What follows belongs to an exercise in optimizing a design on an open flow for small area; a production flow would make more cautious choices.
Only simulation tests tie the RTL to the original design; equivalence was not proved.
Power and IR drop assume default switching activity.

## flow/config.mk

```make
export PLATFORM = sky130hd
export DESIGN_NAME = dc_out_cal
export DESIGN_NICKNAME = dc_out_cal
export VERILOG_FILES = /design/flow/design.v
export SDC_FILE = /design/flow/constraint.sdc
export NUM_CORES = 4
export LEC_CHECK = 0
export CAP_MARGIN = 20
export CORE_MARGIN = 2
export CORE_UTILIZATION = 40
export CTS_BUF_LIST = sky130_fd_sc_hd__clkbuf_4 sky130_fd_sc_hd__clkbuf_8
export GPL_TIMING_DRIVEN = 0
export SETUP_SLACK_MARGIN = 0.1
export SLEW_MARGIN = 20
```

## flow/constraint.sdc

```tcl
create_clock -name core_clock -period 7.0 [get_ports {clk}]
set_input_delay 1.4000 -clock core_clock [delete_from_list [all_inputs] [get_ports {clk}]]
set_output_delay 1.4000 -clock core_clock [all_outputs]
set_load 0.01 [all_outputs]
```

## flow/design.v

```verilog
module dc_out_cal #(
    parameter int NUM_CH    = 2,
    parameter int IN_W      = 16,
    parameter int DAC_W     = 12,
    parameter int SLOPE_W   = 16,
    parameter int CAL_SCALE = 11,
    parameter int IN_SHIFT  = 3,
    parameter int STEP_W    = 12
) (
    input  logic                      clk,
    input  logic                      reset,
    input  logic                      sample_tick,
    input  logic [NUM_CH-1:0]         enable,
    input  logic [NUM_CH*IN_W-1:0]    dc_ofs,
    input  logic [NUM_CH*SLOPE_W-1:0] slope,
    input  logic [NUM_CH*DAC_W-1:0]   intercept,
    input  logic                      clip_clr,
    input  logic [STEP_W-1:0]         slew_step,
    output logic [NUM_CH*DAC_W-1:0]   dac_word,
    output logic                      dac_valid,
    output logic [NUM_CH-1:0]         clip
);
    localparam int S_W    = IN_W - IN_SHIFT;           
    localparam logic [DAC_W-1:0] MID_CODE = {1'b1, {(DAC_W - 1){1'b0}}};
    logic v1_reg, v2_reg, v3_reg, dac_valid_reg;
    always_ff @(posedge clk or posedge reset) begin
        if (reset) begin
            v1_reg        <= 1'b0;
            v2_reg        <= 1'b0;
            v3_reg        <= 1'b0;
            dac_valid_reg <= 1'b0;
        end else begin
            v1_reg        <= sample_tick;
            v2_reg        <= v1_reg;
            v3_reg        <= v2_reg;
            dac_valid_reg <= v3_reg;
        end
    end
    assign dac_valid = dac_valid_reg;
    genvar gi;
    generate
        for (gi = 0; gi < NUM_CH; gi++) begin : g_lane
            logic [17:0]      u;
            logic             neg, over;
            logic [DAC_W-1:0] tgt;
            logic             sat;
            dc_cal_arith u_arith (
                .a(dc_ofs[gi*IN_W + IN_SHIFT +: S_W]),
                .b(slope[gi*SLOPE_W +: SLOPE_W]),
                .c(intercept[gi*DAC_W +: DAC_W] ^ MID_CODE),
                .q(u)
            );
            always_comb begin
                neg  = u[17];
                over = |u[16:DAC_W];
            end
            logic [DAC_W-1:0] u1_reg, tgt2_reg, tgt3_reg;
            logic             neg1_reg, over1_reg, en1_reg, sat2_reg, sat3_reg;
            always_comb begin
                sat = neg1_reg | over1_reg;
                tgt = neg1_reg ? '0 : (over1_reg ? '1 : u1_reg);
                if (!en1_reg) begin
                    sat    = 1'b1;
                    tgt[0] = 1'b1;
                    tgt[1] = 1'b0;
                end
            end
            always_ff @(posedge clk) begin
                u1_reg    <= u[DAC_W-1:0];
                neg1_reg  <= neg;
                over1_reg <= over;
                en1_reg   <= enable[gi];
                tgt2_reg  <= tgt;
                sat2_reg  <= sat;
                tgt3_reg  <= tgt2_reg;
                sat3_reg  <= sat2_reg;
            end
            logic             en3;
            logic             upd;
            logic [DAC_W-1:0] code_reg;
            logic             clip_reg;
            logic [DAC_W:0]   ch, cl;      
            logic [DAC_W-1:0] hi, lo;      
            logic [DAC_W:0]   gh, gl;      
            logic             nz, chi, clo;
            logic [DAC_W-1:0] code_next;
            always_comb begin
                en3   = ~(sat3_reg & tgt3_reg[0] & ~tgt3_reg[1]);
                upd   = v3_reg & en3;
                ch[0] = 1'b0;
                cl[0] = 1'b1;
                gh[0] = 1'b0;
                gl[0] = 1'b0;
                for (int i = 0; i < DAC_W; i++) begin
                    hi[i]   = code_reg[i] ^ slew_step[i] ^ ch[i];
                    ch[i+1] = (code_reg[i] & slew_step[i]) | (ch[i] & (code_reg[i] ^ slew_step[i]));
                    lo[i]   = code_reg[i] ^ ~slew_step[i] ^ cl[i];
                    cl[i+1] = (code_reg[i] & ~slew_step[i]) | (cl[i] & (code_reg[i] ^ ~slew_step[i]));
                    gh[i+1] = (tgt3_reg[i] & ~hi[i]) | (gh[i] & (tgt3_reg[i] | ~hi[i]));
                    gl[i+1] = (~tgt3_reg[i] & lo[i]) | (gl[i] & (~tgt3_reg[i] | lo[i]));
                end
                nz        = slew_step != '0;
                chi       = nz & ~ch[DAC_W] & gh[DAC_W];
                clo       = nz & cl[DAC_W] & gl[DAC_W];
                code_next = chi ? hi : (clo ? lo : tgt3_reg);
            end
            always_ff @(posedge clk or posedge reset) begin
                if (reset) begin
                    code_reg <= MID_CODE;
                    clip_reg <= 1'b0;
                end else begin
                    if (upd)
                        code_reg <= code_next;
                    clip_reg <= (clip_reg & ~clip_clr) | (upd & sat3_reg);
                end
            end
            assign dac_word[gi*DAC_W +: DAC_W] = code_reg;
            assign clip[gi]                    = clip_reg;
        end
    endgenerate
endmodule
module dc_cal_arith (
    input  logic [12:0] a,
    input  logic [15:0] b,
    input  logic [11:0] c,
    output logic [17:0] q
);
    wire w0 = (a[0] & b[0]);
    wire w1 = (a[0] & b[1]);
    wire w2 = (a[0] & b[2]);
    wire w3 = (a[0] & b[3]);
    wire w4 = (a[0] & b[4]);
    wire w5 = (a[0] & b[5]);
    wire w6 = (a[0] & b[6]);
    wire w7 = (a[0] & b[7]);
    wire w8 = (a[0] & b[8]);
    wire w9 = (a[0] & b[9]);
    wire w10 = (a[0] & b[10]);
    wire w11 = (a[0] & b[11]);
    wire w12 = (a[0] & b[12]);
    wire w13 = (a[0] & b[13]);
    wire w14 = (a[0] & b[14]);
    wire w15 = ~(a[0] & b[15]);
    wire w16 = (a[1] & b[0]);
    wire w17 = (a[1] & b[1]);
    wire w18 = (a[1] & b[2]);
    wire w19 = (a[1] & b[3]);
    wire w20 = (a[1] & b[4]);
    wire w21 = (a[1] & b[5]);
    wire w22 = (a[1] & b[6]);
    wire w23 = (a[1] & b[7]);
    wire w24 = (a[1] & b[8]);
    wire w25 = (a[1] & b[9]);
    wire w26 = (a[1] & b[10]);
    wire w27 = (a[1] & b[11]);
    wire w28 = (a[1] & b[12]);
    wire w29 = (a[1] & b[13]);
    wire w30 = (a[1] & b[14]);
    wire w31 = ~(a[1] & b[15]);
    wire w32 = (a[2] & b[0]);
    wire w33 = (a[2] & b[1]);
    wire w34 = (a[2] & b[2]);
    wire w35 = (a[2] & b[3]);
    wire w36 = (a[2] & b[4]);
    wire w37 = (a[2] & b[5]);
    wire w38 = (a[2] & b[6]);
    wire w39 = (a[2] & b[7]);
    wire w40 = (a[2] & b[8]);
    wire w41 = (a[2] & b[9]);
    wire w42 = (a[2] & b[10]);
    wire w43 = (a[2] & b[11]);
    wire w44 = (a[2] & b[12]);
    wire w45 = (a[2] & b[13]);
    wire w46 = (a[2] & b[14]);
    wire w47 = ~(a[2] & b[15]);
    wire w48 = (a[3] & b[0]);
    wire w49 = (a[3] & b[1]);
    wire w50 = (a[3] & b[2]);
    wire w51 = (a[3] & b[3]);
    wire w52 = (a[3] & b[4]);
    wire w53 = (a[3] & b[5]);
    wire w54 = (a[3] & b[6]);
    wire w55 = (a[3] & b[7]);
    wire w56 = (a[3] & b[8]);
    wire w57 = (a[3] & b[9]);
    wire w58 = (a[3] & b[10]);
    wire w59 = (a[3] & b[11]);
    wire w60 = (a[3] & b[12]);
    wire w61 = (a[3] & b[13]);
    wire w62 = (a[3] & b[14]);
    wire w63 = ~(a[3] & b[15]);
    wire w64 = (a[4] & b[0]);
    wire w65 = (a[4] & b[1]);
    wire w66 = (a[4] & b[2]);
    wire w67 = (a[4] & b[3]);
    wire w68 = (a[4] & b[4]);
    wire w69 = (a[4] & b[5]);
    wire w70 = (a[4] & b[6]);
    wire w71 = (a[4] & b[7]);
    wire w72 = (a[4] & b[8]);
    wire w73 = (a[4] & b[9]);
    wire w74 = (a[4] & b[10]);
    wire w75 = (a[4] & b[11]);
    wire w76 = (a[4] & b[12]);
    wire w77 = (a[4] & b[13]);
    wire w78 = (a[4] & b[14]);
    wire w79 = ~(a[4] & b[15]);
    wire w80 = (a[5] & b[0]);
    wire w81 = (a[5] & b[1]);
    wire w82 = (a[5] & b[2]);
    wire w83 = (a[5] & b[3]);
    wire w84 = (a[5] & b[4]);
    wire w85 = (a[5] & b[5]);
    wire w86 = (a[5] & b[6]);
    wire w87 = (a[5] & b[7]);
    wire w88 = (a[5] & b[8]);
    wire w89 = (a[5] & b[9]);
    wire w90 = (a[5] & b[10]);
    wire w91 = (a[5] & b[11]);
    wire w92 = (a[5] & b[12]);
    wire w93 = (a[5] & b[13]);
    wire w94 = (a[5] & b[14]);
    wire w95 = ~(a[5] & b[15]);
    wire w96 = (a[6] & b[0]);
    wire w97 = (a[6] & b[1]);
    wire w98 = (a[6] & b[2]);
    wire w99 = (a[6] & b[3]);
    wire w100 = (a[6] & b[4]);
    wire w101 = (a[6] & b[5]);
    wire w102 = (a[6] & b[6]);
    wire w103 = (a[6] & b[7]);
    wire w104 = (a[6] & b[8]);
    wire w105 = (a[6] & b[9]);
    wire w106 = (a[6] & b[10]);
    wire w107 = (a[6] & b[11]);
    wire w108 = (a[6] & b[12]);
    wire w109 = (a[6] & b[13]);
    wire w110 = (a[6] & b[14]);
    wire w111 = ~(a[6] & b[15]);
    wire w112 = (a[7] & b[0]);
    wire w113 = (a[7] & b[1]);
    wire w114 = (a[7] & b[2]);
    wire w115 = (a[7] & b[3]);
    wire w116 = (a[7] & b[4]);
    wire w117 = (a[7] & b[5]);
    wire w118 = (a[7] & b[6]);
    wire w119 = (a[7] & b[7]);
    wire w120 = (a[7] & b[8]);
    wire w121 = (a[7] & b[9]);
    wire w122 = (a[7] & b[10]);
    wire w123 = (a[7] & b[11]);
    wire w124 = (a[7] & b[12]);
    wire w125 = (a[7] & b[13]);
    wire w126 = (a[7] & b[14]);
    wire w127 = ~(a[7] & b[15]);
    wire w128 = (a[8] & b[0]);
    wire w129 = (a[8] & b[1]);
    wire w130 = (a[8] & b[2]);
    wire w131 = (a[8] & b[3]);
    wire w132 = (a[8] & b[4]);
    wire w133 = (a[8] & b[5]);
    wire w134 = (a[8] & b[6]);
    wire w135 = (a[8] & b[7]);
    wire w136 = (a[8] & b[8]);
    wire w137 = (a[8] & b[9]);
    wire w138 = (a[8] & b[10]);
    wire w139 = (a[8] & b[11]);
    wire w140 = (a[8] & b[12]);
    wire w141 = (a[8] & b[13]);
    wire w142 = (a[8] & b[14]);
    wire w143 = ~(a[8] & b[15]);
    wire w144 = (a[9] & b[0]);
    wire w145 = (a[9] & b[1]);
    wire w146 = (a[9] & b[2]);
    wire w147 = (a[9] & b[3]);
    wire w148 = (a[9] & b[4]);
    wire w149 = (a[9] & b[5]);
    wire w150 = (a[9] & b[6]);
    wire w151 = (a[9] & b[7]);
    wire w152 = (a[9] & b[8]);
    wire w153 = (a[9] & b[9]);
    wire w154 = (a[9] & b[10]);
    wire w155 = (a[9] & b[11]);
    wire w156 = (a[9] & b[12]);
    wire w157 = (a[9] & b[13]);
    wire w158 = (a[9] & b[14]);
    wire w159 = ~(a[9] & b[15]);
    wire w160 = (a[10] & b[0]);
    wire w161 = (a[10] & b[1]);
    wire w162 = (a[10] & b[2]);
    wire w163 = (a[10] & b[3]);
    wire w164 = (a[10] & b[4]);
    wire w165 = (a[10] & b[5]);
    wire w166 = (a[10] & b[6]);
    wire w167 = (a[10] & b[7]);
    wire w168 = (a[10] & b[8]);
    wire w169 = (a[10] & b[9]);
    wire w170 = (a[10] & b[10]);
    wire w171 = (a[10] & b[11]);
    wire w172 = (a[10] & b[12]);
    wire w173 = (a[10] & b[13]);
    wire w174 = (a[10] & b[14]);
    wire w175 = ~(a[10] & b[15]);
    wire w176 = (a[11] & b[0]);
    wire w177 = (a[11] & b[1]);
    wire w178 = (a[11] & b[2]);
    wire w179 = (a[11] & b[3]);
    wire w180 = (a[11] & b[4]);
    wire w181 = (a[11] & b[5]);
    wire w182 = (a[11] & b[6]);
    wire w183 = (a[11] & b[7]);
    wire w184 = (a[11] & b[8]);
    wire w185 = (a[11] & b[9]);
    wire w186 = (a[11] & b[10]);
    wire w187 = (a[11] & b[11]);
    wire w188 = (a[11] & b[12]);
    wire w189 = (a[11] & b[13]);
    wire w190 = (a[11] & b[14]);
    wire w191 = ~(a[11] & b[15]);
    wire w192 = ~(a[12] & b[0]);
    wire w193 = ~(a[12] & b[1]);
    wire w194 = ~(a[12] & b[2]);
    wire w195 = ~(a[12] & b[3]);
    wire w196 = ~(a[12] & b[4]);
    wire w197 = ~(a[12] & b[5]);
    wire w198 = ~(a[12] & b[6]);
    wire w199 = ~(a[12] & b[7]);
    wire w200 = ~(a[12] & b[8]);
    wire w201 = ~(a[12] & b[9]);
    wire w202 = ~(a[12] & b[10]);
    wire w203 = ~(a[12] & b[11]);
    wire w204 = ~(a[12] & b[12]);
    wire w205 = ~(a[12] & b[13]);
    wire w206 = ~(a[12] & b[14]);
    wire w207 = (a[12] & b[15]);
    wire w208 = w2 ^ w17;
    wire w209 = w2 & w17;
    wire w210 = w3 ^ w18 ^ w33;
    wire w211 = (w3 & w18) | (w33 & (w3 ^ w18));
    wire w212 = w48 ^ w209;
    wire w213 = w48 & w209;
    wire w214 = w4 ^ w19 ^ w34;
    wire w215 = (w4 & w19) | (w34 & (w4 ^ w19));
    wire w216 = w49 ^ w64 ^ w211;
    wire w217 = (w49 & w64) | (w211 & (w49 ^ w64));
    wire w218 = w214 ^ w213;
    wire w219 = w214 & w213;
    wire w220 = w5 ^ w20 ^ w35;
    wire w221 = (w5 & w20) | (w35 & (w5 ^ w20));
    wire w222 = w50 ^ w65 ^ w80;
    wire w223 = (w50 & w65) | (w80 & (w50 ^ w65));
    wire w224 = w215 ^ w220 ^ w222;
    wire w225 = (w215 & w220) | (w222 & (w215 ^ w220));
    wire w226 = w217 ^ w219;
    wire w227 = w217 & w219;
    wire w228 = w6 ^ w21 ^ w36;
    wire w229 = (w6 & w21) | (w36 & (w6 ^ w21));
    wire w230 = w51 ^ w66 ^ w81;
    wire w231 = (w51 & w66) | (w81 & (w51 ^ w66));
    wire w232 = w96 ^ w221 ^ w223;
    wire w233 = (w96 & w221) | (w223 & (w96 ^ w221));
    wire w234 = w228 ^ w230 ^ w232;
    wire w235 = (w228 & w230) | (w232 & (w228 ^ w230));
    wire w236 = w225 ^ w227;
    wire w237 = w225 & w227;
    wire w238 = w7 ^ w22 ^ w37;
    wire w239 = (w7 & w22) | (w37 & (w7 ^ w22));
    wire w240 = w52 ^ w67 ^ w82;
    wire w241 = (w52 & w67) | (w82 & (w52 ^ w67));
    wire w242 = w97 ^ w112 ^ w229;
    wire w243 = (w97 & w112) | (w229 & (w97 ^ w112));
    wire w244 = w231 ^ w238 ^ w240;
    wire w245 = (w231 & w238) | (w240 & (w231 ^ w238));
    wire w246 = w233 ^ w242 ^ w244;
    wire w247 = (w233 & w242) | (w244 & (w233 ^ w242));
    wire w248 = w235 ^ w237;
    wire w249 = w235 & w237;
    wire w250 = w8 ^ w23 ^ w38;
    wire w251 = (w8 & w23) | (w38 & (w8 ^ w23));
    wire w252 = w53 ^ w68 ^ w83;
    wire w253 = (w53 & w68) | (w83 & (w53 ^ w68));
    wire w254 = w98 ^ w113 ^ w128;
    wire w255 = (w98 & w113) | (w128 & (w98 ^ w113));
    wire w256 = w239 ^ w241 ^ w250;
    wire w257 = (w239 & w241) | (w250 & (w239 ^ w241));
    wire w258 = w252 ^ w254 ^ w243;
    wire w259 = (w252 & w254) | (w243 & (w252 ^ w254));
    wire w260 = w245 ^ w256 ^ w258;
    wire w261 = (w245 & w256) | (w258 & (w245 ^ w256));
    wire w262 = w247 ^ w249;
    wire w263 = w247 & w249;
    wire w264 = w9 ^ w24 ^ w39;
    wire w265 = (w9 & w24) | (w39 & (w9 ^ w24));
    wire w266 = w54 ^ w69 ^ w84;
    wire w267 = (w54 & w69) | (w84 & (w54 ^ w69));
    wire w268 = w99 ^ w114 ^ w129;
    wire w269 = (w99 & w114) | (w129 & (w99 ^ w114));
    wire w270 = w144 ^ w251 ^ w253;
    wire w271 = (w144 & w251) | (w253 & (w144 ^ w251));
    wire w272 = w255 ^ w264 ^ w266;
    wire w273 = (w255 & w264) | (w266 & (w255 ^ w264));
    wire w274 = w268 ^ w270 ^ w257;
    wire w275 = (w268 & w270) | (w257 & (w268 ^ w270));
    wire w276 = w272 ^ w259 ^ w274;
    wire w277 = (w272 & w259) | (w274 & (w272 ^ w259));
    wire w278 = w261 ^ w276;
    wire w279 = w261 & w276;
    wire w280 = w10 ^ w25 ^ w40;
    wire w281 = (w10 & w25) | (w40 & (w10 ^ w25));
    wire w282 = w55 ^ w70 ^ w85;
    wire w283 = (w55 & w70) | (w85 & (w55 ^ w70));
    wire w284 = w100 ^ w115 ^ w130;
    wire w285 = (w100 & w115) | (w130 & (w100 ^ w115));
    wire w286 = w145 ^ w160 ^ w265;
    wire w287 = (w145 & w160) | (w265 & (w145 ^ w160));
    wire w288 = w267 ^ w269 ^ w280;
    wire w289 = (w267 & w269) | (w280 & (w267 ^ w269));
    wire w290 = w282 ^ w284 ^ w271;
    wire w291 = (w282 & w284) | (w271 & (w282 ^ w284));
    wire w292 = w286 ^ w273 ^ w288;
    wire w293 = (w286 & w273) | (w288 & (w286 ^ w273));
    wire w294 = w275 ^ w290 ^ w292;
    wire w295 = (w275 & w290) | (w292 & (w275 ^ w290));
    wire w296 = w277 ^ w294;
    wire w297 = w277 & w294;
    wire w298 = c[0] ^ w11 ^ w26;
    wire w299 = (c[0] & w11) | (w26 & (c[0] ^ w11));
    wire w300 = w41 ^ w56 ^ w71;
    wire w301 = (w41 & w56) | (w71 & (w41 ^ w56));
    wire w302 = w86 ^ w101 ^ w116;
    wire w303 = (w86 & w101) | (w116 & (w86 ^ w101));
    wire w304 = w131 ^ w146 ^ w161;
    wire w305 = (w131 & w146) | (w161 & (w131 ^ w146));
    wire w306 = w176 ^ w281 ^ w283;
    wire w307 = (w176 & w281) | (w283 & (w176 ^ w281));
    wire w308 = w285 ^ w298 ^ w300;
    wire w309 = (w285 & w298) | (w300 & (w285 ^ w298));
    wire w310 = w302 ^ w304 ^ w287;
    wire w311 = (w302 & w304) | (w287 & (w302 ^ w304));
    wire w312 = w306 ^ w289 ^ w308;
    wire w313 = (w306 & w289) | (w308 & (w306 ^ w289));
    wire w314 = w291 ^ w310 ^ w293;
    wire w315 = (w291 & w310) | (w293 & (w291 ^ w310));
    wire w316 = w312 ^ w295 ^ w314;
    wire w317 = (w312 & w295) | (w314 & (w312 ^ w295));
    wire w318 = c[1] ^ 1'b1 ^ w12;
    wire w319 = (c[1] & 1'b1) | (w12 & (c[1] ^ 1'b1));
    wire w320 = w27 ^ w42 ^ w57;
    wire w321 = (w27 & w42) | (w57 & (w27 ^ w42));
    wire w322 = w72 ^ w87 ^ w102;
    wire w323 = (w72 & w87) | (w102 & (w72 ^ w87));
    wire w324 = w117 ^ w132 ^ w147;
    wire w325 = (w117 & w132) | (w147 & (w117 ^ w132));
    wire w326 = w162 ^ w177 ^ w192;
    wire w327 = (w162 & w177) | (w192 & (w162 ^ w177));
    wire w328 = w299 ^ w301 ^ w303;
    wire w329 = (w299 & w301) | (w303 & (w299 ^ w301));
    wire w330 = w305 ^ w318 ^ w320;
    wire w331 = (w305 & w318) | (w320 & (w305 ^ w318));
    wire w332 = w322 ^ w324 ^ w326;
    wire w333 = (w322 & w324) | (w326 & (w322 ^ w324));
    wire w334 = w307 ^ w328 ^ w309;
    wire w335 = (w307 & w328) | (w309 & (w307 ^ w328));
    wire w336 = w330 ^ w332 ^ w311;
    wire w337 = (w330 & w332) | (w311 & (w330 ^ w332));
    wire w338 = w313 ^ w334 ^ w336;
    wire w339 = (w313 & w334) | (w336 & (w313 ^ w334));
    wire w340 = w315 ^ w338;
    wire w341 = w315 & w338;
    wire w342 = c[2] ^ w13 ^ w28;
    wire w343 = (c[2] & w13) | (w28 & (c[2] ^ w13));
    wire w344 = w43 ^ w58 ^ w73;
    wire w345 = (w43 & w58) | (w73 & (w43 ^ w58));
    wire w346 = w88 ^ w103 ^ w118;
    wire w347 = (w88 & w103) | (w118 & (w88 ^ w103));
    wire w348 = w133 ^ w148 ^ w163;
    wire w349 = (w133 & w148) | (w163 & (w133 ^ w148));
    wire w350 = w178 ^ w193 ^ w319;
    wire w351 = (w178 & w193) | (w319 & (w178 ^ w193));
    wire w352 = w321 ^ w323 ^ w325;
    wire w353 = (w321 & w323) | (w325 & (w321 ^ w323));
    wire w354 = w327 ^ w342 ^ w344;
    wire w355 = (w327 & w342) | (w344 & (w327 ^ w342));
    wire w356 = w346 ^ w348 ^ w329;
    wire w357 = (w346 & w348) | (w329 & (w346 ^ w348));
    wire w358 = w350 ^ w352 ^ w331;
    wire w359 = (w350 & w352) | (w331 & (w350 ^ w352));
    wire w360 = w333 ^ w354 ^ w335;
    wire w361 = (w333 & w354) | (w335 & (w333 ^ w354));
    wire w362 = w356 ^ w358 ^ w337;
    wire w363 = (w356 & w358) | (w337 & (w356 ^ w358));
    wire w364 = w360 ^ w339 ^ w362;
    wire w365 = (w360 & w339) | (w362 & (w360 ^ w339));
    wire w366 = c[3] ^ w14 ^ w29;
    wire w367 = (c[3] & w14) | (w29 & (c[3] ^ w14));
    wire w368 = w44 ^ w59 ^ w74;
    wire w369 = (w44 & w59) | (w74 & (w44 ^ w59));
    wire w370 = w89 ^ w104 ^ w119;
    wire w371 = (w89 & w104) | (w119 & (w89 ^ w104));
    wire w372 = w134 ^ w149 ^ w164;
    wire w373 = (w134 & w149) | (w164 & (w134 ^ w149));
    wire w374 = w179 ^ w194 ^ w343;
    wire w375 = (w179 & w194) | (w343 & (w179 ^ w194));
    wire w376 = w345 ^ w347 ^ w349;
    wire w377 = (w345 & w347) | (w349 & (w345 ^ w347));
    wire w378 = w366 ^ w368 ^ w370;
    wire w379 = (w366 & w368) | (w370 & (w366 ^ w368));
    wire w380 = w372 ^ w351 ^ w353;
    wire w381 = (w372 & w351) | (w353 & (w372 ^ w351));
    wire w382 = w374 ^ w376 ^ w355;
    wire w383 = (w374 & w376) | (w355 & (w374 ^ w376));
    wire w384 = w378 ^ w357 ^ w359;
    wire w385 = (w378 & w357) | (w359 & (w378 ^ w357));
    wire w386 = w380 ^ w382 ^ w361;
    wire w387 = (w380 & w382) | (w361 & (w380 ^ w382));
    wire w388 = w384 ^ w363 ^ w386;
    wire w389 = (w384 & w363) | (w386 & (w384 ^ w363));
    wire w390 = c[4] ^ 1'b1 ^ w15;
    wire w391 = (c[4] & 1'b1) | (w15 & (c[4] ^ 1'b1));
    wire w392 = w30 ^ w45 ^ w60;
    wire w393 = (w30 & w45) | (w60 & (w30 ^ w45));
    wire w394 = w75 ^ w90 ^ w105;
    wire w395 = (w75 & w90) | (w105 & (w75 ^ w90));
    wire w396 = w120 ^ w135 ^ w150;
    wire w397 = (w120 & w135) | (w150 & (w120 ^ w135));
    wire w398 = w165 ^ w180 ^ w195;
    wire w399 = (w165 & w180) | (w195 & (w165 ^ w180));
    wire w400 = w367 ^ w369 ^ w371;
    wire w401 = (w367 & w369) | (w371 & (w367 ^ w369));
    wire w402 = w373 ^ w390 ^ w392;
    wire w403 = (w373 & w390) | (w392 & (w373 ^ w390));
    wire w404 = w394 ^ w396 ^ w398;
    wire w405 = (w394 & w396) | (w398 & (w394 ^ w396));
    wire w406 = w375 ^ w377 ^ w400;
    wire w407 = (w375 & w377) | (w400 & (w375 ^ w377));
    wire w408 = w379 ^ w402 ^ w404;
    wire w409 = (w379 & w402) | (w404 & (w379 ^ w402));
    wire w410 = w381 ^ w383 ^ w406;
    wire w411 = (w381 & w383) | (w406 & (w381 ^ w383));
    wire w412 = w408 ^ w385 ^ w410;
    wire w413 = (w408 & w385) | (w410 & (w408 ^ w385));
    wire w414 = w387 ^ w412;
    wire w415 = w387 & w412;
    wire w416 = c[5] ^ w31 ^ w46;
    wire w417 = (c[5] & w31) | (w46 & (c[5] ^ w31));
    wire w418 = w61 ^ w76 ^ w91;
    wire w419 = (w61 & w76) | (w91 & (w61 ^ w76));
    wire w420 = w106 ^ w121 ^ w136;
    wire w421 = (w106 & w121) | (w136 & (w106 ^ w121));
    wire w422 = w151 ^ w166 ^ w181;
    wire w423 = (w151 & w166) | (w181 & (w151 ^ w166));
    wire w424 = w196 ^ w391 ^ w393;
    wire w425 = (w196 & w391) | (w393 & (w196 ^ w391));
    wire w426 = w395 ^ w397 ^ w399;
    wire w427 = (w395 & w397) | (w399 & (w395 ^ w397));
    wire w428 = w416 ^ w418 ^ w420;
    wire w429 = (w416 & w418) | (w420 & (w416 ^ w418));
    wire w430 = w422 ^ w401 ^ w424;
    wire w431 = (w422 & w401) | (w424 & (w422 ^ w401));
    wire w432 = w426 ^ w403 ^ w405;
    wire w433 = (w426 & w403) | (w405 & (w426 ^ w403));
    wire w434 = w428 ^ w407 ^ w409;
    wire w435 = (w428 & w407) | (w409 & (w428 ^ w407));
    wire w436 = w430 ^ w432 ^ w411;
    wire w437 = (w430 & w432) | (w411 & (w430 ^ w432));
    wire w438 = w434 ^ w436 ^ w413;
    wire w439 = (w434 & w436) | (w413 & (w434 ^ w436));
    wire w440 = c[6] ^ w47 ^ w62;
    wire w441 = (c[6] & w47) | (w62 & (c[6] ^ w47));
    wire w442 = w77 ^ w92 ^ w107;
    wire w443 = (w77 & w92) | (w107 & (w77 ^ w92));
    wire w444 = w122 ^ w137 ^ w152;
    wire w445 = (w122 & w137) | (w152 & (w122 ^ w137));
    wire w446 = w167 ^ w182 ^ w197;
    wire w447 = (w167 & w182) | (w197 & (w167 ^ w182));
    wire w448 = w417 ^ w419 ^ w421;
    wire w449 = (w417 & w419) | (w421 & (w417 ^ w419));
    wire w450 = w423 ^ w440 ^ w442;
    wire w451 = (w423 & w440) | (w442 & (w423 ^ w440));
    wire w452 = w444 ^ w446 ^ w425;
    wire w453 = (w444 & w446) | (w425 & (w444 ^ w446));
    wire w454 = w427 ^ w448 ^ w429;
    wire w455 = (w427 & w448) | (w429 & (w427 ^ w448));
    wire w456 = w450 ^ w431 ^ w433;
    wire w457 = (w450 & w431) | (w433 & (w450 ^ w431));
    wire w458 = w452 ^ w454 ^ w435;
    wire w459 = (w452 & w454) | (w435 & (w452 ^ w454));
    wire w460 = w456 ^ w437 ^ w458;
    wire w461 = (w456 & w437) | (w458 & (w456 ^ w437));
    wire w462 = c[7] ^ w63 ^ w78;
    wire w463 = (c[7] & w63) | (w78 & (c[7] ^ w63));
    wire w464 = w93 ^ w108 ^ w123;
    wire w465 = (w93 & w108) | (w123 & (w93 ^ w108));
    wire w466 = w138 ^ w153 ^ w168;
    wire w467 = (w138 & w153) | (w168 & (w138 ^ w153));
    wire w468 = w183 ^ w198 ^ w441;
    wire w469 = (w183 & w198) | (w441 & (w183 ^ w198));
    wire w470 = w443 ^ w445 ^ w447;
    wire w471 = (w443 & w445) | (w447 & (w443 ^ w445));
    wire w472 = w462 ^ w464 ^ w466;
    wire w473 = (w462 & w464) | (w466 & (w462 ^ w464));
    wire w474 = w449 ^ w468 ^ w470;
    wire w475 = (w449 & w468) | (w470 & (w449 ^ w468));
    wire w476 = w451 ^ w472 ^ w453;
    wire w477 = (w451 & w472) | (w453 & (w451 ^ w472));
    wire w478 = w455 ^ w474 ^ w457;
    wire w479 = (w455 & w474) | (w457 & (w455 ^ w474));
    wire w480 = w476 ^ w459 ^ w478;
    wire w481 = (w476 & w459) | (w478 & (w476 ^ w459));
    wire w482 = c[8] ^ w79 ^ w94;
    wire w483 = (c[8] & w79) | (w94 & (c[8] ^ w79));
    wire w484 = w109 ^ w124 ^ w139;
    wire w485 = (w109 & w124) | (w139 & (w109 ^ w124));
    wire w486 = w154 ^ w169 ^ w184;
    wire w487 = (w154 & w169) | (w184 & (w154 ^ w169));
    wire w488 = w199 ^ w463 ^ w465;
    wire w489 = (w199 & w463) | (w465 & (w199 ^ w463));
    wire w490 = w467 ^ w482 ^ w484;
    wire w491 = (w467 & w482) | (w484 & (w467 ^ w482));
    wire w492 = w486 ^ w469 ^ w471;
    wire w493 = (w486 & w469) | (w471 & (w486 ^ w469));
    wire w494 = w488 ^ w473 ^ w490;
    wire w495 = (w488 & w473) | (w490 & (w488 ^ w473));
    wire w496 = w475 ^ w492 ^ w494;
    wire w497 = (w475 & w492) | (w494 & (w475 ^ w492));
    wire w498 = w477 ^ w496 ^ w479;
    wire w499 = (w477 & w496) | (w479 & (w477 ^ w496));
    wire w500 = c[9] ^ w95 ^ w110;
    wire w501 = (c[9] & w95) | (w110 & (c[9] ^ w95));
    wire w502 = w125 ^ w140 ^ w155;
    wire w503 = (w125 & w140) | (w155 & (w125 ^ w140));
    wire w504 = w170 ^ w185 ^ w200;
    wire w505 = (w170 & w185) | (w200 & (w170 ^ w185));
    wire w506 = w483 ^ w485 ^ w487;
    wire w507 = (w483 & w485) | (w487 & (w483 ^ w485));
    wire w508 = w500 ^ w502 ^ w504;
    wire w509 = (w500 & w502) | (w504 & (w500 ^ w502));
    wire w510 = w489 ^ w506 ^ w491;
    wire w511 = (w489 & w506) | (w491 & (w489 ^ w506));
    wire w512 = w508 ^ w493 ^ w495;
    wire w513 = (w508 & w493) | (w495 & (w508 ^ w493));
    wire w514 = w510 ^ w497 ^ w512;
    wire w515 = (w510 & w497) | (w512 & (w510 ^ w497));
    wire w516 = c[10] ^ w111 ^ w126;
    wire w517 = (c[10] & w111) | (w126 & (c[10] ^ w111));
    wire w518 = w141 ^ w156 ^ w171;
    wire w519 = (w141 & w156) | (w171 & (w141 ^ w156));
    wire w520 = w186 ^ w201 ^ w501;
    wire w521 = (w186 & w201) | (w501 & (w186 ^ w201));
    wire w522 = w503 ^ w505 ^ w516;
    wire w523 = (w503 & w505) | (w516 & (w503 ^ w505));
    wire w524 = w518 ^ w507 ^ w520;
    wire w525 = (w518 & w507) | (w520 & (w518 ^ w507));
    wire w526 = w509 ^ w522 ^ w511;
    wire w527 = (w509 & w522) | (w511 & (w509 ^ w522));
    wire w528 = w524 ^ w513 ^ w526;
    wire w529 = (w524 & w513) | (w526 & (w524 ^ w513));
    wire w530 = c[11] ^ w127 ^ w142;
    wire w531 = (c[11] & w127) | (w142 & (c[11] ^ w127));
    wire w532 = w157 ^ w172 ^ w187;
    wire w533 = (w157 & w172) | (w187 & (w157 ^ w172));
    wire w534 = w202 ^ w517 ^ w519;
    wire w535 = (w202 & w517) | (w519 & (w202 ^ w517));
    wire w536 = w530 ^ w532 ^ w521;
    wire w537 = (w530 & w532) | (w521 & (w530 ^ w532));
    wire w538 = w534 ^ w523 ^ w525;
    wire w539 = (w534 & w523) | (w525 & (w534 ^ w523));
    wire w540 = w536 ^ w527 ^ w538;
    wire w541 = (w536 & w527) | (w538 & (w536 ^ w527));
    wire w542 = w143 ^ w158 ^ w173;
    wire w543 = (w143 & w158) | (w173 & (w143 ^ w158));
    wire w544 = w188 ^ w203 ^ w531;
    wire w545 = (w188 & w203) | (w531 & (w188 ^ w203));
    wire w546 = w533 ^ w542 ^ w535;
    wire w547 = (w533 & w542) | (w535 & (w533 ^ w542));
    wire w548 = w544 ^ w537 ^ w546;
    wire w549 = (w544 & w537) | (w546 & (w544 ^ w537));
    wire w550 = w539 ^ w548;
    wire w551 = w539 & w548;
    wire w552 = w159 ^ w174 ^ w189;
    wire w553 = (w159 & w174) | (w189 & (w159 ^ w174));
    wire w554 = w204 ^ w543 ^ w552;
    wire w555 = (w204 & w543) | (w552 & (w204 ^ w543));
    wire w556 = w545 ^ w554 ^ w547;
    wire w557 = (w545 & w554) | (w547 & (w545 ^ w554));
    wire w558 = w549 ^ w556;
    wire w559 = w549 & w556;
    wire w560 = w175 ^ w190 ^ w205;
    wire w561 = (w175 & w190) | (w205 & (w175 ^ w190));
    wire w562 = w553 ^ w560 ^ w555;
    wire w563 = (w553 & w560) | (w555 & (w553 ^ w560));
    wire w564 = w562 ^ w557;
    wire w565 = w562 & w557;
    wire w566 = w191 ^ w206 ^ w561;
    wire w567 = (w191 & w206) | (w561 & (w191 ^ w206));
    wire w568 = w566 ^ w563;
    wire w569 = w566 & w563;
    wire w570 = w207 ^ w567;
    wire w571 = w207 & w567;
    wire [28:0] ra = {1'b1, w570, w568, w564, w558, w550, w529, w515, w514, w498, w461, w439, w415, w389, w365, w341, w317, w297, w279, w263, w260, w246, w234, w224, w218, w210, w32, w1, w0};
    wire [28:0] rb = {w571, w569, w565, w559, w551, w541, w540, w528, w499, w481, w480, w460, w438, w414, w388, w364, w340, w316, w296, w278, w262, w248, w236, w226, w216, w212, w208, w16, 1'b0};
    wire lc0 = (ra[0] & rb[0]) | (1'b0 & (ra[0] | rb[0]));
    wire lc1 = (ra[1] & rb[1]) | (lc0 & (ra[1] | rb[1]));
    wire lc2 = (ra[2] & rb[2]) | (lc1 & (ra[2] | rb[2]));
    wire lc3 = (ra[3] & rb[3]) | (lc2 & (ra[3] | rb[3]));
    wire lc4 = (ra[4] & rb[4]) | (lc3 & (ra[4] | rb[4]));
    wire lc5 = (ra[5] & rb[5]) | (lc4 & (ra[5] | rb[5]));
    wire lc6 = (ra[6] & rb[6]) | (lc5 & (ra[6] | rb[6]));
    wire lc7 = (ra[7] & rb[7]) | (lc6 & (ra[7] | rb[7]));
    wire lc8 = (ra[8] & rb[8]) | (lc7 & (ra[8] | rb[8]));
    wire lc9 = (ra[9] & rb[9]) | (lc8 & (ra[9] | rb[9]));
    wire lc10 = (ra[10] & rb[10]) | (lc9 & (ra[10] | rb[10]));
    wire cin = lc10;
    wire [17:0] pg_p = ra[28:11] ^ rb[28:11];
    wire [17:0] pg_g = ra[28:11] & rb[28:11];
    wire pg_G0 = pg_g[0] | (pg_p[0] & cin);
    wire pg_G1 = pg_g[2] | (pg_p[2] & pg_g[1]);
    wire pg_P1 = pg_p[2] & pg_p[1];
    wire pg_G2 = pg_g[4] | (pg_p[4] & pg_g[3]);
    wire pg_P2 = pg_p[4] & pg_p[3];
    wire pg_G3 = pg_g[6] | (pg_p[6] & pg_g[5]);
    wire pg_P3 = pg_p[6] & pg_p[5];
    wire pg_G4 = pg_g[8] | (pg_p[8] & pg_g[7]);
    wire pg_P4 = pg_p[8] & pg_p[7];
    wire pg_G5 = pg_g[10] | (pg_p[10] & pg_g[9]);
    wire pg_P5 = pg_p[10] & pg_p[9];
    wire pg_G6 = pg_g[12] | (pg_p[12] & pg_g[11]);
    wire pg_P6 = pg_p[12] & pg_p[11];
    wire pg_G7 = pg_g[14] | (pg_p[14] & pg_g[13]);
    wire pg_P7 = pg_p[14] & pg_p[13];
    wire pg_G8 = pg_g[16] | (pg_p[16] & pg_g[15]);
    wire pg_P8 = pg_p[16] & pg_p[15];
    wire pg_G9 = pg_G1 | (pg_P1 & pg_G0);
    wire pg_G10 = pg_G3 | (pg_P3 & pg_G2);
    wire pg_P10 = pg_P3 & pg_P2;
    wire pg_G11 = pg_G5 | (pg_P5 & pg_G4);
    wire pg_P11 = pg_P5 & pg_P4;
    wire pg_G12 = pg_G7 | (pg_P7 & pg_G6);
    wire pg_P12 = pg_P7 & pg_P6;
    wire pg_G13 = pg_G10 | (pg_P10 & pg_G9);
    wire pg_G14 = pg_G12 | (pg_P12 & pg_G11);
    wire pg_P14 = pg_P12 & pg_P11;
    wire pg_G15 = pg_G14 | (pg_P14 & pg_G13);
    wire pg_G16 = pg_G11 | (pg_P11 & pg_G13);
    wire pg_G17 = pg_G2 | (pg_P2 & pg_G9);
    wire pg_G18 = pg_G4 | (pg_P4 & pg_G13);
    wire pg_G19 = pg_G6 | (pg_P6 & pg_G16);
    wire pg_G20 = pg_G8 | (pg_P8 & pg_G15);
    wire pg_G21 = pg_g[1] | (pg_p[1] & pg_G0);
    wire pg_G22 = pg_g[3] | (pg_p[3] & pg_G9);
    wire pg_G23 = pg_g[5] | (pg_p[5] & pg_G17);
    wire pg_G24 = pg_g[7] | (pg_p[7] & pg_G13);
    wire pg_G25 = pg_g[9] | (pg_p[9] & pg_G18);
    wire pg_G26 = pg_g[11] | (pg_p[11] & pg_G16);
    wire pg_G27 = pg_g[13] | (pg_p[13] & pg_G19);
    wire pg_G28 = pg_g[15] | (pg_p[15] & pg_G15);
    wire pg_G29 = pg_g[17] | (pg_p[17] & pg_G20);
    assign q[0] = pg_p[0] ^ cin;
    assign q[1] = pg_p[1] ^ pg_G0;
    assign q[2] = pg_p[2] ^ pg_G21;
    assign q[3] = pg_p[3] ^ pg_G9;
    assign q[4] = pg_p[4] ^ pg_G22;
    assign q[5] = pg_p[5] ^ pg_G17;
    assign q[6] = pg_p[6] ^ pg_G23;
    assign q[7] = pg_p[7] ^ pg_G13;
    assign q[8] = pg_p[8] ^ pg_G24;
    assign q[9] = pg_p[9] ^ pg_G18;
    assign q[10] = pg_p[10] ^ pg_G25;
    assign q[11] = pg_p[11] ^ pg_G16;
    assign q[12] = pg_p[12] ^ pg_G26;
    assign q[13] = pg_p[13] ^ pg_G19;
    assign q[14] = pg_p[14] ^ pg_G27;
    assign q[15] = pg_p[15] ^ pg_G15;
    assign q[16] = pg_p[16] ^ pg_G28;
    assign q[17] = pg_p[17] ^ pg_G20;
endmodule
```

## flow/flow/run.sh

```bash
#!/bin/bash
# Own layout flow: the standard synthesis, then a polarity clean-up of the full adders in
# its netlist (fapol.py: fewer inverters, same registers, same function), then the standard flow's
# standard layout steps from the clean netlist on.  Each tool's output goes to its own log
# in this folder.
set -euo pipefail
W=$(pwd)
R=$W/orfs/results/$FLOW_PLATFORM/dc_out_cal/base
bash standard.sh synth > "$W/flow_synth.log" 2>&1
cp "$R/1_2_yosys.v" "$W/1_2_yosys.standard.v"
python3 "$W/flow/fapol.py" "$W/1_2_yosys.standard.v" "$W/1_2_yosys.fapol.v" > "$W/flow_fapol.log" 2>&1
cp "$W/1_2_yosys.fapol.v" "$R/1_2_yosys.v"
touch "$R/1_2_yosys.v"
rm -f "$R/1_synth.odb"
# Port buffers: a small plain buffer on every input and output port (the standard flow picks
# a delay buffer).
bash standard.sh finish "BUFFER_PORTS_ARGS=-buffer_cell sky130_fd_sc_hd__buf_2" > "$W/flow_finish.log" 2>&1
```

## flow/flow/fapol.py

```python
#!/usr/bin/env python3
"""Polarity clean-up of a mapped sky130hd netlist (Yosys write_verilog -noattr output).

A full adder is self-dual: FA(~a, ~b, ~c) = (~cout, ~sum).  Yosys's adder extraction often
leaves inverters between chained full adders.  This script picks, for every full adder,
whether it computes its signals in true or complemented form so that as few inverters as
possible are needed, then rebuilds the inverters (one per signal that some load needs in the
other polarity) and folds an inverter into its driving gate where a gate of the opposite
polarity exists and every load wants the inverted value.  The logic function of every
register input and output port is unchanged.

usage: fapol.py IN.v OUT.v
"""
import re, sys, random, os
NOHA = os.environ.get('FAPOL_NOHA'); NOFLIP = os.environ.get('FAPOL_NOFLIP'); NOFOLD = os.environ.get('FAPOL_NOFOLD')

src = open(sys.argv[1]).read()
m_end = src.rindex('endmodule')
cell_re = re.compile(r'^  (sky130_fd_sc_hd__\w+) (\S+)\s*\((.*?)\n  \);\n', re.M | re.S)
pin_re = re.compile(r'\.(\w+)\(([^()]*)\)')
OUTPINS = {'X', 'Y', 'Q', 'Q_N', 'SUM', 'COUT', 'HI', 'LO'}

cells = []          # [type, name, {pin: net}]
first = None
last = None
for m in cell_re.finditer(src):
    if first is None: first = m.start()
    last = m.end()
    pins = {p: n.strip() for p, n in pin_re.findall(m.group(3))}
    cells.append([m.group(1), m.group(2).strip(), pins])
head = src[:first]
tail = src[last:]
assert 'sky130_fd_sc_hd__' not in tail, 'unparsed cells'
assert 'assign' not in src, 'assign statements not supported'

ports_out = set()
for m in re.finditer(r'^\s*output\s+(\[(\d+):(\d+)\]\s+)?(\S+);', head, re.M):
    if m.group(1):
        hi, lo = int(m.group(2)), int(m.group(3))
        for i in range(min(hi, lo), max(hi, lo) + 1):
            ports_out.add('%s[%d]' % (m.group(4), i))
    else:
        ports_out.add(m.group(4))

def is_inv(c):
    return (re.match(r'sky130_fd_sc_hd__(inv|clkinv)_\d+$', c[0]) is not None
            and c[2].get('Y') not in ports_out)
def is_fa(c): return re.match(r'sky130_fd_sc_hd__fa_\d+$', c[0]) is not None
def is_ha(c): return re.match(r'sky130_fd_sc_hd__ha_\d+$', c[0]) is not None

driver = {}
for i, c in enumerate(cells):
    for p, n in c[2].items():
        if p in OUTPINS: driver[n] = (i, p)

def lit(net):
    """(base net, parity) after stripping inverters."""
    par = 0
    seen = 0
    while net in driver and is_inv(cells[driver[net][0]]) and seen < 100:
        net = cells[driver[net][0]][2]['A']
        par ^= 1
        seen += 1
    return net, par

# consumers: (cell index, pin, base, parity); inverters are dropped and rebuilt
cons = []
for i, c in enumerate(cells):
    if is_inv(c): continue
    for p, n in c[2].items():
        if p in OUTPINS: continue
        if n.startswith("1'") or n == '': continue
        b, par = lit(n)
        cons.append((i, p, b, par))
port_cons = []
for n in ports_out:
    b, par = lit(n)
    port_cons.append((n, b, par))

fa_idx = [i for i, c in enumerate(cells) if is_fa(c)]
fa_of_base = {}
for i in fa_idx:
    for p in ('SUM', 'COUT'):
        fa_of_base[cells[i][2][p]] = i
# a full adder whose output is also a port, or feeds a port through inverters, keeps its polarity
locked = set()
for n, b, par in port_cons:
    if b in fa_of_base: locked.add(fa_of_base[b])

flip = {i: 0 for i in fa_idx}
by_base = {}
for k, (i, p, b, par) in enumerate(cons):
    by_base.setdefault(b, []).append(k)
port_by_base = {}
for n, b, par in port_cons:
    port_by_base.setdefault(b, []).append(par)

ha_idx = [i for i, c in enumerate(cells) if is_ha(c)]
ha_set = set(ha_idx)
def need(b):
    """1 if base b needs an inverter given the current flips (half adder inputs excluded)."""
    pol = flip[fa_of_base[b]] if b in fa_of_base else 0
    for k in by_base.get(b, ()):
        i, p, _, par = cons[k]
        if i in ha_set: continue
        want = par ^ (flip[i] if i in flip else 0)
        if want != pol: return 1
    for par in port_by_base.get(b, ()):
        if par != pol: return 1
    return 0

def bases_of(i):
    s = set()
    for p, n in cells[i][2].items():
        if p in OUTPINS: s.add(n)
        else:
            if n.startswith("1'"): continue
            s.add(lit(n)[0])
    return s

fa_bases = {i: bases_of(i) for i in fa_idx}
ha_in = {}
for k, (i, p, b, par) in enumerate(cons):
    if i in ha_set: ha_in.setdefault(i, []).append((b, par))
def ha_cost(h):
    m = 0
    for b, par in ha_in.get(h, ()):
        pol = flip[fa_of_base[b]] if b in fa_of_base else 0
        m += par != pol
    return 1 if m == 1 else 0
fa_has = {}
for i in fa_idx:
    outs = {cells[i][2]['SUM'], cells[i][2]['COUT']}
    fa_has[i] = sorted({h for h in ha_idx for b, par in ha_in.get(h, ()) if b in outs})
def cost_local(i):
    return sum(need(b) for b in fa_bases[i]) + sum(ha_cost(h) for h in fa_has[i])

total0 = sum(need(b) for b in set(by_base) | set(port_by_base))
rng = random.Random(1)
for it in range(0 if NOFLIP else 50):
    changed = 0
    order = list(fa_idx)
    rng.shuffle(order)
    for i in order:
        if i in locked: continue
        before = cost_local(i)
        flip[i] ^= 1
        after = cost_local(i)
        if after < before or (after == before and rng.random() < 0.1 and it < 30):
            changed += after < before
        else:
            flip[i] ^= 1
    if not changed and it >= 30: break
total1 = sum(need(b) for b in set(by_base) | set(port_by_base))

# complementary gates with the same inputs: (type, out pin) -> (type, out pin)
COMP = {}
def pair(a, b):
    COMP[a] = b
    COMP[b] = a
for a, b in [('and2_1', 'nand2_1'), ('or2_1', 'nor2_1'), ('xor2_1', 'xnor2_1'),
             ('and3_1', 'nand3_1'), ('or3_1', 'nor3_1'), ('and4_1', 'nand4_1'), ('or4_1', 'nor4_1'),
             ('a21o_1', 'a21oi_1'), ('o21a_1', 'o21ai_1'), ('a22o_1', 'a22oi_1'),
             ('o22a_1', 'o22ai_1'), ('a31o_1', 'a31oi_1'), ('o31a_1', 'o31ai_1'),
             ('a211o_1', 'a211oi_1'), ('o211a_1', 'o211ai_1'), ('a32o_1', 'a32oi_1'),
             ('o32a_1', 'o32ai_1'), ('a221o_1', 'a221oi_1'), ('o221a_1', 'o221ai_1'),
             ('and2b_1', 'nand2b_1'), ('or2b_1', 'nor2b_1'), ('xor3_1', 'xnor3_1'),
             ('a2bb2o_1', 'a2bb2oi_1'), ('o2bb2a_1', 'o2bb2ai_1'), ('buf_1', 'inv_1')]:
    pair('sky130_fd_sc_hd__' + a, 'sky130_fd_sc_hd__' + b)
# o21ai_0 has the same pins as o21ai_1
COMP['sky130_fd_sc_hd__o21ai_0'] = 'sky130_fd_sc_hd__o21a_1'
# inv_1 <-> buf_1 is handled by the general inverter logic, not here
del COMP['sky130_fd_sc_hd__buf_1']; del COMP['sky130_fd_sc_hd__inv_1']
def outpin(t):
    if 'xnor3' in t: return 'X'
    return 'Y' if re.search(r'__(n\w+|a\w*oi|o\w*ai|xnor\w+|inv)_\d+$', t) else 'X'

# rebuild
pol = {}
def base_pol(b):
    return flip[fa_of_base[b]] if b in fa_of_base else 0
# half adders whose inputs arrive inverted become an xor/xnor and an and-type gate
ha_split = 0
extra = []
split_reads = set()
for h in ha_idx:
    pins = cells[h][2]
    la, lb = lit(pins['A']), lit(pins['B'])
    ma = la[1] ^ base_pol(la[0])
    mb = lb[1] ^ base_pol(lb[0])
    if not (ma or mb) or NOHA: continue
    ha_split += 1
    pa, pb = la[0], lb[0]
    split_reads.update((pa, pb))     # physical nets carry base ^ base_pol
    if ma and mb:
        xs = ['sky130_fd_sc_hd__xor2_1', cells[h][1] + '_s', {'A': pa, 'B': pb, 'X': pins['SUM']}]
        xc = ['sky130_fd_sc_hd__nor2_1', cells[h][1] + '_c', {'A': pa, 'B': pb, 'Y': pins['COUT']}]
    else:
        inv_n, tru_n = (pa, pb) if ma else (pb, pa)
        xs = ['sky130_fd_sc_hd__xnor2_1', cells[h][1] + '_s', {'A': pa, 'B': pb, 'Y': pins['SUM']}]
        xc = ['sky130_fd_sc_hd__and2b_1', cells[h][1] + '_c', {'A_N': inv_n, 'B': tru_n, 'X': pins['COUT']}]
    cells[h] = xs
    extra.append(xc)
# the split cells read physical nets directly: drop their entries from the consumer list
cons = [c for c in cons if c[0] not in ha_set or is_ha(cells[c[0]])]
base0 = len(cells)
cells.extend(extra)
for i in list(range(len(cells))):
    if i in ha_set and not is_ha(cells[i]) or i >= base0:
        for p, n in cells[i][2].items():
            if p in OUTPINS: driver[n] = (i, p)
wants = {}
for k, (i, p, b, par) in enumerate(cons):
    want = par ^ (flip[i] if i in flip else 0)
    wants.setdefault(b, set()).add(want)
for n, b, par in port_cons:
    wants.setdefault(b, set()).add(par)

newcells = []
invnet = {}
newwires = []
swapped = 0
folded_out = set()
for b, ws in wants.items():
    bp = base_pol(b)
    if all(w != bp for w in ws) and b in driver and b not in ports_out and b not in split_reads:
        di, dp = driver[b]
        t = cells[di][0]
        if t in COMP and not is_fa(cells[di]) and not NOFOLD:
            # the gate itself produces the inverted value from now on
            nt = COMP[t]
            pins = cells[di][2]
            del pins[dp]
            pins[outpin(nt)] = b
            cells[di][0] = nt
            folded_out.add(b)
            swapped += 1
            continue
    if any(w != bp for w in ws):
        nn = '_fapol_%d_' % len(invnet)
        invnet[b] = nn
        newwires.append(nn)

def phys(b, want):
    bp = (1 if b in folded_out else 0) ^ base_pol(b)
    if want == bp: return b
    return invnet[b]

for k, (i, p, b, par) in enumerate(cons):
    want = par ^ (flip[i] if i in flip else 0)
    cells[i][2][p] = phys(b, want)
keep = [c for c in cells if not is_inv(c)]
for b, nn in invnet.items():
    keep.append(['sky130_fd_sc_hd__inv_1', '_fapol_inv_%s' % nn.strip('_'), {'A': b, 'Y': nn}])
# ports: an output port net must carry its own value
for n, b, par in port_cons:
    want = par
    src_net = phys(b, want)
    if src_net != n:
        # the port net is driven through a buffer from the right polarity
        keep.append(['sky130_fd_sc_hd__buf_1', '_fapol_buf_%d' % len(keep), {'A': src_net, 'X': n}])

out = [head.rstrip('\n') + '\n']
for nn in newwires:
    out.append('  wire %s;\n' % nn)
for t, name, pins in keep:
    body = ',\n'.join('    .%s(%s%s)' % (p, n, ' ' if n.startswith('\\') else '') for p, n in pins.items())
    out.append('  %s %s (\n%s\n  );\n' % (t, name, body))
out.append(tail)
open(sys.argv[2], 'w').write(''.join(out))
ninv0 = sum(1 for c in cells if is_inv(c))
sys.stderr.write('fapol: %d full adders, %d flipped, %d half adders split, inverters %d -> %d, gates swapped %d\n'
                 % (len(fa_idx), sum(flip.values()), ha_split, ninv0, len(invnet), swapped))
```

## flow/standard.sh

```bash
#!/bin/bash
# synth_recipe.tcl (not shown) runs the flow's synth.tcl, then flattens the netlist and writes it again
# the make line also repeats each setting of config.mk as NAME=value (left out here)
make -C /OpenROAD-flow-scripts/flow DESIGN_CONFIG=/design/flow/config.mk WORK_HOME=/design/flow/orfs CLKGATE_MAP_FILE= SYNTH_SCRIPT=/design/flow/synth_recipe.tcl "${@:-finish}"
```

==> impl_metrics.tcl <==
set metrics [dict create \
    place_hpwl_um 36100 \
    clock.fmax_mhz 148 \
    slew_headroom_pct 51.7 \
    mappedNetlistNets 2260 \
    grt_start_max_net_pins 31 \
    crit_type "in -> reg" \
    worst_slew_pin_slew_ns 0.724 \
    final_util_pct 45.2 \
    hold_buffers 0 \
    dp.cells 2399 \
    setup_viol 0 \
    clk_latency_ns 0.40 \
    drive_gt1_share_pct 13.2 \
    finalNonFillerCells 2419 \
    drc 0 \
    outcome "timing/DRC/antenna clean" \
    grt_pass1_vias 13600 \
    overflow 0 \
    placed_cell_area_sq_um 18500 \
    ys.warnings.count 1 \
    first_pass_iters 5 \
    worstSetupStartpointType "input port" \
    nets 2401 \
    start_util_pct 40.7 \
    finalCriticalPeriod_ns 6.76 \
    maxCapViolations 0 \
    die_h_um 211 \
    synthCells 1734 \
    core_area_sq_um 42100 \
    skew_ns 0.0175 \
    numPortBuffers 126 \
    avgRoutedWirePerCell_um 17.7 \
    post-route-period-util_pct 96.6 \
    viasPerCell 5.08 \
    synthesis.area_sq_um 17100 \
    hold_path_class "reg -> reg" \
    routed_wl_um 42800 \
    cts_tree "done" \
    dr_total_vias 12300 \
    io_pins 133 \
    dieArea_sq_um 44500 \
    rsz0062_at_grt "true" \
    reg2reg_from "g_lane[0].code_reg[0]$_DFFE_PP0P_" \
    cp_max_fo 7 \
    clock_path_buffers 2 \
    rows 75 \
    antenna_found_initial 2 \
    diodes 0 \
    cp-end-kind "register" \
    place_congestion 0.899 \
    drv_slew 0 \
    syn_avg_cell_area_sq_um 9.88 \
    drt-initial-drc-count 672 \
    cts_sinks 112 \
    final_area_sq_um 19100 \
    peakVddDrop_mv 0.343 \
    grt_pass1_wl_um 70700 \
    finalHoldViolCount 0 \
    root_buffer "clkbuf_8" \
    die_w_um 211 \
    worstPathArrival_ns 7.03 \
    startpoint "dc_ofs[22]" \
    cts_buffers 9 \
    worst_ep_required_time_ns 7.26 \
    areaGrowthSynthToFinish_pct 11.2 \
    grt_use_total_pct 20.3 \
    path_clk_slew_ns 0.11 \
    cts_max_level 3 \
    power.static_leakage_uw 0.00831 \
    ant_nets 0 \
    p_per_area_nw_per_um2 462 \
    min-delay-start "g_lane[1].tgt2_reg[6]$_SDFF_PP0_" \
]
==> repair_timing <==
item / CTS / global route
resized for setup: 52 / 86
setup endpoints to repair: 19 / 30
setup buffers: 2 / 10
gates cloned: 1 / 0
pin swaps: 3 / 21
==> worst paths after layout <==
kind	depth (start not counted)	to	slack (ns)
min reg2reg	0	g_lane[1].tgt3_reg[6]$_DFF_P_	0.33
min	0	g_lane[1].tgt3_reg[6]$_DFF_P_	0.33
max in group asynchronous	2	g_lane[1].clip_reg$_DFF_PP0_	5.41
min in group asynchronous	2	g_lane[0].code_reg[5]$_DFFE_PP0P_	1.11
max reg2reg	21	g_lane[0].code_reg[1]$_DFFE_PP0P_	0.83
max	22	g_lane[1].neg1_reg$_DFF_P_	0.24
==> placed cells by master, fill, tap and decap left out, types with 7 or more instances in the layout <==
cell,instances
buf_8,8
fa_1,369
clkbuf_8,11
xor2_1,27
fa_2,21
buf_4,22
nor2b_1,16
a211oi_1,9
nor3_1,16
nand3_1,7
dfrtp_1,28
nand2_1,142
nand2b_1,13
o21ai_1,9
o22ai_1,7
a22oi_1,8
ha_1,30
and2b_1,21
dfxtp_1,82
buf_2,122
a21o_1,7
mux2i_1,17
clkbuf_1,27
clkbuf_4,9
and2_1,305
inv_1,222
o21ai_0,25
a21oi_1,36
o211ai_1,7
clkbuf_2,7
nor2_1,99
xnor2_1,31
==> worst max-delay path, cell delays in order <==
cell      delay (ns)
clkbuf_4        0.17
buf_8           0.15
buf_4           0.13
and2_1          0.15
fa_1            0.51
fa_1            0.58
fa_1            0.44
and2_1          0.17
or2_2           0.28
a221oi_2        0.25
nor3_2          0.08
maj3_1          0.36
o21a_1          0.20
fa_2            0.35
a21o_1          0.16
a21o_1          0.21
a21oi_4         0.17
o22ai_4         0.11
a211oi_2        0.27
o31a_1          0.21
mux2_2          0.37
nor4_4          0.29
==> routing by layer <==
layer  global-route usage, %  routed length [um]  vias to the layer above
met3                    2.84                2250                       56
met2                    34.8               20700                      294
met4                    3.98                 669                        4
li1                        -                   -                     5604
met5                       0                  27                        -
met1                    27.7               19200                     6332
==> power breakdown <==
| part | switching [uW] | leakage [uW] | internal (uW) |
|---|---|---|---|
| Sequential | 255 | 0.00106 | 1030 |
| Clock | 229 | 0.000101 | 158 |
| Combinational | 3850 | 0.00715 | 3280 |
==> cell type report <==
| type | count | area, sq um |
|---|---|---|
| timing repair buffer | 139 | 747 |
| inverter | 223 | 837 |
| sequential | 112 | 2390 |
| clock buffer | 12 | 159 |
| buffer | 64 | 424 |
| multi-input combinational | 1326 | 13800 |
| clock inverter | 4 | 35.0 |
| fill | 4030 | 23100 |
| tap | 539 | 674 |
==> stage by stage <==
step | power [uW] | hold slack [ns] | TNS, ns | worst slack, ns
after floorplan | 6640 | 0.310 | 0 | 0.0735
after global placement | 7990 | 0.314 | -12.36 | -1.48
after detailed placement | 8160 | 0.312 | -14.37 | -1.49
after CTS | 8690 | 0.330 | 0 | 0.0228
after global routing | 9940 | 0.337 | 0 | 0.0262
final | 8800 | 0.330 | 0 | 0.238

[re-timing with driven ports]
No port has a modelled driver above. Below, the same layout with a new extraction and two added sets of constraints.
Step 1 assumes that a clkbuf_16 drives the clock port and a buf_2 every other input.
Step 2 adds t to the input delays and takes it off the output delays; t is the mean of the earliest and latest rising clock arrival at the registers after step 1. Input paths then give back, and output paths get back, about the clock's delay inside the block.
Slacks: no drivers / after step 1 / after step 2; pairs: no drivers / after step 1.
t, ns: 0.422
slack for setup (ns): 0.238 / 0.250 / -0.172
worst setup path at the end: input to register
slew at the worst register clock pin (ns): 0.12 / 0.12
Met with ideal ports but missed after step 2: setup timing in this run. For this run, drivers alone change the setup slack by +0.012 ns; drivers and shift together by -0.410 ns.
